This is an optimization exercise on Yosys and OpenROAD, whose aim is small area, not a production implementation.
In this exercise RTL edits were held to simulation tests only and were not proved equivalent to the original.
Power and IR drop assume default switching activity.

## design.v

```verilog
package jpeg_pkg;
  typedef enum logic [1:0] {
    COMP_Y  = 2'd0,
    COMP_CB = 2'd1,
    COMP_CR = 2'd2
  } comp_e;
endpackage
module zigzag_lut
(
  input  logic [5:0] n,
  input  logic [1:0] j3,
  input  logic [2:0] j7,
  input  logic [3:0] j10,
  output logic [5:0] addr
);
  logic [1:0] cls;    
  logic [1:0] cid;
  logic [3:0] pos;
  logic [4:0] s10;
  logic [3:0] s7;
  logic [2:0] s3;
  logic [3:0] r10;
  logic [2:0] r7;
  logic [1:0] r3;
  always_comb begin
    case (n)
      6'd0: begin cls = 2'd3; cid = 2'd0; pos = 4'd0; end
      6'd1: begin cls = 2'd1; cid = 2'd0; pos = 4'd0; end
      6'd2: begin cls = 2'd1; cid = 2'd0; pos = 4'd6; end
      6'd3: begin cls = 2'd1; cid = 2'd0; pos = 4'd5; end
      6'd4: begin cls = 2'd1; cid = 2'd0; pos = 4'd3; end
      6'd5: begin cls = 2'd0; cid = 2'd0; pos = 4'd0; end
      6'd6: begin cls = 2'd0; cid = 2'd0; pos = 4'd4; end
      6'd7: begin cls = 2'd0; cid = 2'd1; pos = 4'd0; end
      6'd8: begin cls = 2'd1; cid = 2'd0; pos = 4'd1; end
      6'd9: begin cls = 2'd1; cid = 2'd0; pos = 4'd4; end
      6'd10: begin cls = 2'd1; cid = 2'd0; pos = 4'd2; end
      6'd11: begin cls = 2'd3; cid = 2'd1; pos = 4'd0; end
      6'd12: begin cls = 2'd2; cid = 2'd0; pos = 4'd0; end
      6'd13: begin cls = 2'd0; cid = 2'd2; pos = 4'd0; end
      6'd14: begin cls = 2'd0; cid = 2'd2; pos = 4'd3; end
      6'd15: begin cls = 2'd0; cid = 2'd3; pos = 4'd0; end
      6'd16: begin cls = 2'd0; cid = 2'd0; pos = 4'd1; end
      6'd17: begin cls = 2'd0; cid = 2'd1; pos = 4'd1; end
      6'd18: begin cls = 2'd2; cid = 2'd0; pos = 4'd1; end
      6'd19: begin cls = 2'd2; cid = 2'd0; pos = 4'd2; end
      6'd20: begin cls = 2'd0; cid = 2'd0; pos = 4'd9; end
      6'd21: begin cls = 2'd0; cid = 2'd0; pos = 4'd3; end
      6'd22: begin cls = 2'd0; cid = 2'd2; pos = 4'd9; end
      6'd23: begin cls = 2'd0; cid = 2'd0; pos = 4'd8; end
      6'd24: begin cls = 2'd0; cid = 2'd0; pos = 4'd5; end
      6'd25: begin cls = 2'd0; cid = 2'd2; pos = 4'd1; end
      6'd26: begin cls = 2'd0; cid = 2'd1; pos = 4'd2; end
      6'd27: begin cls = 2'd0; cid = 2'd0; pos = 4'd6; end
      6'd28: begin cls = 2'd0; cid = 2'd2; pos = 4'd5; end
      6'd29: begin cls = 2'd0; cid = 2'd1; pos = 4'd6; end
      6'd30: begin cls = 2'd0; cid = 2'd3; pos = 4'd5; end
      6'd31: begin cls = 2'd0; cid = 2'd1; pos = 4'd8; end
      6'd32: begin cls = 2'd0; cid = 2'd2; pos = 4'd4; end
      6'd33: begin cls = 2'd0; cid = 2'd0; pos = 4'd2; end
      6'd34: begin cls = 2'd0; cid = 2'd2; pos = 4'd2; end
      6'd35: begin cls = 2'd0; cid = 2'd1; pos = 4'd9; end
      6'd36: begin cls = 2'd0; cid = 2'd3; pos = 4'd9; end
      6'd37: begin cls = 2'd0; cid = 2'd2; pos = 4'd8; end
      6'd38: begin cls = 2'd0; cid = 2'd1; pos = 4'd5; end
      6'd39: begin cls = 2'd0; cid = 2'd3; pos = 4'd8; end
      6'd40: begin cls = 2'd0; cid = 2'd3; pos = 4'd1; end
      6'd41: begin cls = 2'd0; cid = 2'd1; pos = 4'd3; end
      6'd42: begin cls = 2'd0; cid = 2'd3; pos = 4'd6; end
      6'd43: begin cls = 2'd0; cid = 2'd3; pos = 4'd2; end
      6'd44: begin cls = 2'd2; cid = 2'd1; pos = 4'd0; end
      6'd45: begin cls = 2'd2; cid = 2'd1; pos = 4'd2; end
      6'd46: begin cls = 2'd0; cid = 2'd2; pos = 4'd7; end
      6'd47: begin cls = 2'd0; cid = 2'd3; pos = 4'd4; end
      6'd48: begin cls = 2'd0; cid = 2'd0; pos = 4'd7; end
      6'd49: begin cls = 2'd0; cid = 2'd1; pos = 4'd7; end
      6'd50: begin cls = 2'd0; cid = 2'd1; pos = 4'd4; end
      6'd51: begin cls = 2'd2; cid = 2'd1; pos = 4'd1; end
      6'd52: begin cls = 2'd3; cid = 2'd2; pos = 4'd0; end
      6'd53: begin cls = 2'd1; cid = 2'd1; pos = 4'd0; end
      6'd54: begin cls = 2'd1; cid = 2'd1; pos = 4'd2; end
      6'd55: begin cls = 2'd1; cid = 2'd1; pos = 4'd6; end
      6'd56: begin cls = 2'd0; cid = 2'd2; pos = 4'd6; end
      6'd57: begin cls = 2'd0; cid = 2'd3; pos = 4'd7; end
      6'd58: begin cls = 2'd0; cid = 2'd3; pos = 4'd3; end
      6'd59: begin cls = 2'd1; cid = 2'd1; pos = 4'd1; end
      6'd60: begin cls = 2'd1; cid = 2'd1; pos = 4'd3; end
      6'd61: begin cls = 2'd1; cid = 2'd1; pos = 4'd4; end
      6'd62: begin cls = 2'd1; cid = 2'd1; pos = 4'd5; end
      6'd63: begin cls = 2'd3; cid = 2'd3; pos = 4'd0; end
      default: begin cls = 2'd0; cid = 2'd0; pos = 4'd0; end
    endcase
    s10 = {1'b0, pos} + {1'b0, j10};
    r10 = (s10 >= 5'd10) ? 4'(s10 - 5'd10) : s10[3:0];
    s7  = {1'b0, pos[2:0]} + {1'b0, j7};
    r7  = (s7 >= 4'd7) ? 3'(s7 - 4'd7) : s7[2:0];
    s3  = {1'b0, pos[1:0]} + {1'b0, j3};
    r3  = (s3 >= 3'd3) ? 2'(s3 - 3'd3) : s3[1:0];
    case (cls)
      2'd0: addr = {cid, r10};
      2'd1: begin
        case ({cid[0], r7})
          4'd0: addr = 6'd10;
          4'd1: addr = 6'd11;
          4'd2: addr = 6'd12;
          4'd3: addr = 6'd13;
          4'd4: addr = 6'd14;
          4'd5: addr = 6'd15;
          4'd6: addr = 6'd26;
          4'd8: addr = 6'd27;
          4'd9: addr = 6'd28;
          4'd10: addr = 6'd29;
          4'd11: addr = 6'd30;
          4'd12: addr = 6'd31;
          4'd13: addr = 6'd42;
          4'd14: addr = 6'd43;
          default: addr = 6'd0;
        endcase
      end
      2'd2: begin
        case ({cid[0], r3})
          3'd0: addr = 6'd44;
          3'd1: addr = 6'd45;
          3'd2: addr = 6'd46;
          3'd4: addr = 6'd47;
          3'd5: addr = 6'd58;
          3'd6: addr = 6'd59;
          default: addr = 6'd0;
        endcase
      end
      default: begin
        case (cid)
          2'd0: addr = 6'd60;
          2'd1: addr = 6'd61;
          2'd2: addr = 6'd62;
          2'd3: addr = 6'd63;
          default: addr = 6'd0;
        endcase
      end
    endcase
  end
endmodule
module zigzag_dcpred
#(
  parameter int W = 12
) (
  input  logic         clk,
  input  logic         rst,
  input  logic         q_en,
  input  logic [W-1:0] q,
  input  logic [1:0]   blk_comp,
  input  logic         frame_start,
  output logic         o_en,
  output logic [W:0]   o_data,
  output logic         o_sop,
  output logic         o_eop,
  output logic [1:0]   o_comp
);
  logic [W-1:0] mem_q [64];
  logic [5:0] wcnt_q;
  logic [1:0] j3_q;       
  logic [2:0] j7_q;
  logic [3:0] j10_q;
  logic [1:0] wcomp_q, rcomp_q;
  logic       last;
  logic [5:0] waddr;
  logic       rbusy_q;    
  logic [5:0] kr_q;       
  logic [5:0] raddr;
  logic [W-1:0] rd_q;
  logic       v_q;        
  logic       sop_l;      
  logic signed [W-1:0] pred0_q, pred1_q, pred2_q;
  logic signed [W-1:0] pred_sel;
  logic [W:0]   sub_ext;
  logic         o_en_q, o_sop_q, o_eop_q;
  logic [W:0]   o_data_q;
  logic [1:0]   o_comp_q;
  assign last = q_en && (wcnt_q == 6'd63);
  zigzag_lut u_wlut (.n(wcnt_q), .j3(j3_q), .j7(j7_q), .j10(j10_q), .addr(waddr));
  zigzag_lut u_rlut (.n(kr_q),   .j3(j3_q), .j7(j7_q), .j10(j10_q), .addr(raddr));
  always_ff @(posedge clk) begin
    if (q_en) mem_q[waddr] <= q;
  end
  always_ff @(posedge clk) begin
    if (rst) begin
      wcnt_q <= '0;
      j3_q   <= '0;
      j7_q   <= '0;
      j10_q  <= '0;
    end else begin
      if (q_en) wcnt_q <= wcnt_q + 6'd1;
      if (last) begin
        j3_q  <= (j3_q == 2'd2) ? 2'd0 : j3_q + 2'd1;
        j7_q  <= (j7_q == 3'd6) ? 3'd0 : j7_q + 3'd1;
        j10_q <= (j10_q == 4'd9) ? 4'd0 : j10_q + 4'd1;
      end
    end
  end
  always_ff @(posedge clk) begin
    if (q_en && wcnt_q == 6'd0) wcomp_q <= blk_comp;
    if (last) rcomp_q <= wcomp_q;
  end
  always_ff @(posedge clk) begin
    if (rst) begin
      rbusy_q <= 1'b0;
    end else if (last) begin
      rbusy_q <= 1'b1;
    end else if (kr_q == 6'd63) begin
      rbusy_q <= 1'b0;
    end
  end
  always_ff @(posedge clk) begin
    if (last) kr_q <= 6'd0;
    else      kr_q <= kr_q + 6'd1;
    rd_q <= mem_q[raddr];
  end
  assign sop_l = v_q && (kr_q == 6'd1);
  always_comb begin
    case (rcomp_q)
      2'd0:    pred_sel = pred0_q;
      2'd1:    pred_sel = pred1_q;
      default: pred_sel = pred2_q;
    endcase
    sub_ext = (sop_l && !frame_start) ? {pred_sel[W-1], pred_sel} : '0;
  end
  always_ff @(posedge clk) begin
    if (rst) begin
      v_q     <= 1'b0;
      o_en_q  <= 1'b0;
      o_sop_q <= 1'b0;
      o_eop_q <= 1'b0;
      pred0_q <= '0;
      pred1_q <= '0;
      pred2_q <= '0;
    end else begin
      v_q     <= rbusy_q;
      o_en_q  <= v_q;
      o_sop_q <= sop_l;
      o_eop_q <= v_q && (kr_q == 6'd0);
      if (frame_start) begin
        pred0_q <= '0;
        pred1_q <= '0;
        pred2_q <= '0;
      end
      if (sop_l) begin
        case (rcomp_q)
          2'd0:    pred0_q <= rd_q;
          2'd1:    pred1_q <= rd_q;
          default: pred2_q <= rd_q;
        endcase
      end
    end
  end
  always_ff @(posedge clk) begin
    o_data_q <= {rd_q[W-1], rd_q} - sub_ext;
    if (sop_l) o_comp_q <= rcomp_q;
  end
  assign o_en   = o_en_q;
  assign o_sop  = o_sop_q;
  assign o_eop  = o_eop_q;
  assign o_comp = o_comp_q;
  assign o_data = o_data_q;
endmodule
```

## constraint.sdc

```tcl
create_clock -name core_clock -period 7.0 [get_ports {clk}]
set_input_delay 1.4000 -clock core_clock [delete_from_list [all_inputs] [get_ports {clk}]]
set_output_delay 1.4000 -clock core_clock [all_outputs]
set_load 0.01 [all_outputs]
```

## config.mk

```make
export PLATFORM = sky130hd
export DESIGN_NAME = zigzag_dcpred
export DESIGN_NICKNAME = zigzag_dcpred
export VERILOG_FILES = /design/flow/design.v
export SDC_FILE = /design/flow/constraint.sdc
export NUM_CORES = 4
export LEC_CHECK = 0
export CAP_MARGIN = 20
export CORE_MARGIN = 2
export CORE_UTILIZATION = 40
export PLACE_DENSITY = 0.6
export SLEW_MARGIN = 20
```

## run.sh

```bash
#!/bin/bash
# synth_recipe.tcl (not shown) runs the flow's synth.tcl, then flattens the netlist and writes it again
# the make line also repeats each setting of config.mk as NAME=value (left out here)
make -C /OpenROAD-flow-scripts/flow DESIGN_CONFIG=/design/flow/config.mk WORK_HOME=/design/flow/orfs CLKGATE_MAP_FILE= SYNTH_SCRIPT=/design/flow/synth_recipe.tcl finish
```

==> notes.md <==
## routing by layer
layer | vias to the layer above | wire, um
li1 | 11000 | -
met1 | 12300 | 42800
met2 | 916 | 47600
met3 | 162 | 7380
met4 | 0 | 3240
met5 | - | 0
## cells by family (layout without fill, tap and decap cells)
logic type	count (synthesis)	after routing	synth area share
buf+inv	233	336	0.0273
simple gates	1171	1171	0.139
compound gates	449	449	0.0778
fa+ha+maj	74	74	0.0259
xor+xnor	29	29	0.00713
flops	877	877	0.670
mux	128	128	0.0527
## layout make-up
| type | instances | area share |
|---|---|---|
| Sequential cell | 877 | 0.595 |
| Multi-Input combinational cell | 1851 | 0.271 |
| Clock buffer | 122 | 0.0581 |
| Tap cell | 1254 | 0.0369 |
| Timing Repair Buffer | 106 | 0.0211 |
| Clock inverter | 49 | 0.0122 |
| Inverter | 59 | 0.00521 |
## power by group
| group | internal [uW] | switching [uW] | leakage [uW] | total [uW] |
|---|---|---|---|---|
| combinational | 59.2 | 235 | 0.00492 | 294 |
| clock | 2760 | 2060 | 0.00145 | 4820 |
| sequential | 5740 | 13.4 | 0.00781 | 5750 |
| total | 8550 | 2310 | 0.0142 | 10900 |
## worst max-delay path by stage
stage	end	depth (start not counted)	slack, ns
2_1_floorplan	rd_q[0]	18	2.74
6_report	rd_q[2]	18	0.88
3_3_place_gp	rd_q[0]	18	1.17
3_5_place_dp	rd_q[0]	18	1.11
5_1_grt	rd_q[0]	18	0.71
4_1_cts	rd_q[0]	18	1.05
## stage by stage
stage,setup slack (ns),hold slack [ns]
finish,0.880,0.420
global route,0.706,0.436
CTS,1.05,0.427
detailed placement,1.11,0.413
global placement,1.17,0.406
floorplan,2.74,0.400
## state kept, by name, indices dropped and copies added, names as in the netlist, 3 cells and up
signal and flops:
wcnt_q 6, j10_q 4, pred1_q 12, j7_q 3, u_wlut.pos 4, rd_q 12
o_data_q 13, kr_q 6, mem_q 768, pred2_q 12, pred0_q 12, u_rlut.pos 4
## cell usage after synthesis (12+ instances only)
master    number  area share
xor2_1        12      0.0028
edfxtp_1     774        0.62
and2_1        15      0.0025
mux2i_1       69       0.018
a32oi_1       12      0.0028
inv_1         58      0.0058
buf_2         46      0.0061
buf_1         17      0.0017
a311oi_1      31      0.0072
mux4_2        55       0.033
nor2_1       172       0.017
o22ai_1       27      0.0045
a22o_1        16      0.0037
nor3_1        21      0.0028
clkbuf_1      94      0.0093
o21ai_0       65      0.0086
nor4_1        12      0.0020
dfxtp_1      103       0.055
nand3_1      244       0.032
a31oi_1       49      0.0081
a21oi_1      132       0.018
nor3b_1       28      0.0056
a211oi_1      27      0.0054
ha_1          67       0.022
nor2b_1       17      0.0028
nand2_1      570       0.057
xnor2_1       15      0.0035
nand3b_1      37      0.0074
nand2b_1      13      0.0022
## worst register-to-register path, stage by stage (launching register included)
cell and delay, ns:
dfxtp_1 0.37, ha_1 0.27, fa_1 0.55, ha_1 0.36, o2bb2ai_2 0.22, mux2i_1 0.53
inv_1 0.16, ha_1 0.36, o21ai_0 0.21, a21oi_1 0.07, a21oi_1 0.27, o31ai_4 0.13
buf_4 0.25, and2_1 0.46, nor2_1 0.78, a31oi_1 0.10, a32oi_1 0.33, nand3_1 0.32
a31o_1 0.31
==> reports/summary.md <==
The number of max-slew violations in the final report came out at 0. The slew at the pin with the worst max-slew slack came out at 1.09 ns. The tools report the final-report hold violation count as 0. The slowest stage of the critical path is the nor2_1 cell. In this run the register-to-register setup slack is 0.88 ns.

The count of nets left with antenna violations after detail routing is 0, and the number of design rule violations left after detail routing is 0. In this design, the critical path's most frequently occurring cell is ha_1. For the total cell area at the placement stage, the log shows 0.0395 sq mm. The tools report the area of the mapped netlist as 0.0377 sq mm. In this run the worst hold path is classified as reg2reg.

Across all layers, the routed design uses 24400 vias. For the sequential share of the synthesized area, the log shows 0.670. The tools report the element type at the critical path end as a flip-flop. In the final routed layout, each cell accounts on average for 23.4 um. The required time reported for the critical path endpoint came out at 7.56 ns.

STA classifies the critical path startpoint as a flip-flop. The tree is rooted in a clkbuf_16. The busiest metal layer after global routing is met2.

The final clock period utilization by the worst path works out to 0.874. The number of inserted filler cells in the final layout is 8306. The proportion of synthesized flip-flops having asynchronous set or reset works out to 0.

The highest cell delay on the worst timing path was 0.77 ns. The capture endpoint of the worst hold path was rcomp_q[0]. Footprint of the multi-input gates: 0.0115 sq mm. Counting the buffers created by CTS gives 93. Global routing usage on met2: 0.328. The most common flop cell mapped by yosys is edfxtp_1. In the layout the commonest cells are 774 x edfxtp_1, 570 x nand2_1, 244 x nand3_1, 144 x nor2_1, 132 x a21oi_1.

Post-CTS repair changed the size of 0 cells. The initial antenna violation count came out at 0. The critical path starts at j7_q[0]. For the detailed placement HPWL, the log shows 60.9 mm. Summed over all layers, the global routing overflow is 0. The violation count after the first detailed-route iteration is 2684, and the floorplan die width is 311 um.

Relative to the synthesized area, the layout overhead comes to 12.6%. In this run, placement finished with an instance count of 4146. The fraction of final layout cells sized beyond drive strength 1 was 0.104; the antenna diode count was 0. The initial core utilization came out at 0.404.

The logs give 0.0496 ns for the clock skew after layout and 0.0142 uW for the leakage power summed over all cells. TritonCTS built the clock tree. The library cell used most frequently in the layout, excluding fill and tap cells, is edfxtp_1. The die covers 0.0968 sq mm. Power comes to 10900 uW. The first detailed-routing pass ran for 6 iterations. The run gives 3053 as the number of nets in the synthesized netlist.

In this run the critical register-to-register path is launched from j7_q[0]. Final standard cell utilization of the core: 0.455. Max-cap violations in this run came to 0. The number of sinks handled by clock tree synthesis was 877; the accumulated negative setup slack was 0 ns. Total track usage: 0.205. Based on the critical path, the design can be clocked at up to 0.163 GHz. After clock tree synthesis, the setup repair step added 0 buffers. Of all nets on the critical path, the largest fanout is 20. The endpoint of the worst register-to-register path was rd_q[2]. The H-tree generated during clock tree synthesis spans 3 levels. Buffers inserted to repair hold after CTS numbered 0. The flow ran to the end and the layout has no timing, DRC or antenna violations.

The depth of the worst register-to-register path is 18. The number of enable-type register cells in the synthesized netlist is 774, and the weighted congestion at the end of routability-driven global placement is 0.862. Setup repair after global routing left no endpoint under its margin.

Clock-pin slew was measured on the worst setup and hold paths at 0.06 ns. The number of standard cells in the layout, taps in and fillers out was 4318; the cell area after layout was 0.0425 sq mm. In the synthesized netlist, the number of instances is 2961. Traced cell by cell, the critical path runs through ha_1 -> fa_1 -> ha_1 -> o2bb2ai_2 -> mux2i_1 -> inv_1 -> ha_1 -> o21ai_0 -> a21oi_1 -> a21oi_1 -> o31ai_4 -> buf_4 -> and2_1 -> nor2_1 -> a31oi_1 -> a32oi_1 -> nand3_1 -> a31o_1.

The via count normalized by instance count was 5.66. Average size of a mapped cell: 12.7 sq um. The tools report the final net count as 3080. Power density over the cells: 256 mW/mm^2. The start point of the worst hold path is wcomp_q[0].

The kind of cell with the highest combined delay along the critical path is compound AO/OA/AOI/OAI gates. From bottom edge to top edge, the die measures 311 um. The run gives 0.282 as the met1 demand-to-capacity share in global routing.

The synthesis warning total is 2. In this run, synthesis produced a sequential element count of 877. Met3 track utilization from global routing: 0.0370.

The buffers plus inverters on the worst setup path was 2; the arrival time at the worst endpoint was 6.68 ns. Clock latency on the worst-skew pair, taken at its later pin, is 0.68 ns. The number of cell rows came out at 112.

The worst-case IR drop observed on VDD is 0.000167 V. The setup-violating endpoint count in the final report is 0, and the first-pass GRT wire length is 151 mm. The number of global-route vias before repair is 23800. No sink is reached through more buffers than the 3 on the longest clock path.

Across the whole layout, storage elements account for 0.0253 sq mm. For the routed wire length, the log shows 101 mm. For the pin count of the biggest net entering global routing, the log shows 158. The I/O pin count is 36, and the normalized max-slew margin is 0.271. Yosys mapped the design onto 76 distinct sky130hd cell types.

In this run the tool buffered the top-level ports with 35 buffer cells. The final critical delay including setup and external delays works out to 6.12 ns. The total area inside the core boundary comes to 0.0935 sq mm.

The worst hold path passes through 0 cells. The critical path class was reg2reg.

[static timing again, ports no longer ideal]
The flow's constraints put no driver on any port. The routed layout listed below was extracted and timed again, unchanged, in two steps. Step 1, drivers: a clkbuf_16 drives clk and a buf_2 each remaining input, both assumed. Step 2 moves the port delays by t, midway between the first and last clock arrival at a register: inputs arrive t later, outputs are due t later. That takes back most of the time a late clock gives input paths. Slacks: ideal / step 1 / step 2; pairs: ideal / step 1.
shift t [ns]: 0.728
setup slack, ns: 0.880 / 0.880 / 0.880
slew at the worst register clock pin (ns): 0.06 / 0.06
worst data-port slew with drivers (ns): 0.05
After both steps this run still meets setup and hold. For this run, drivers alone change the setup slack by 0.000 ns; drivers and shift together by 0.000 ns.
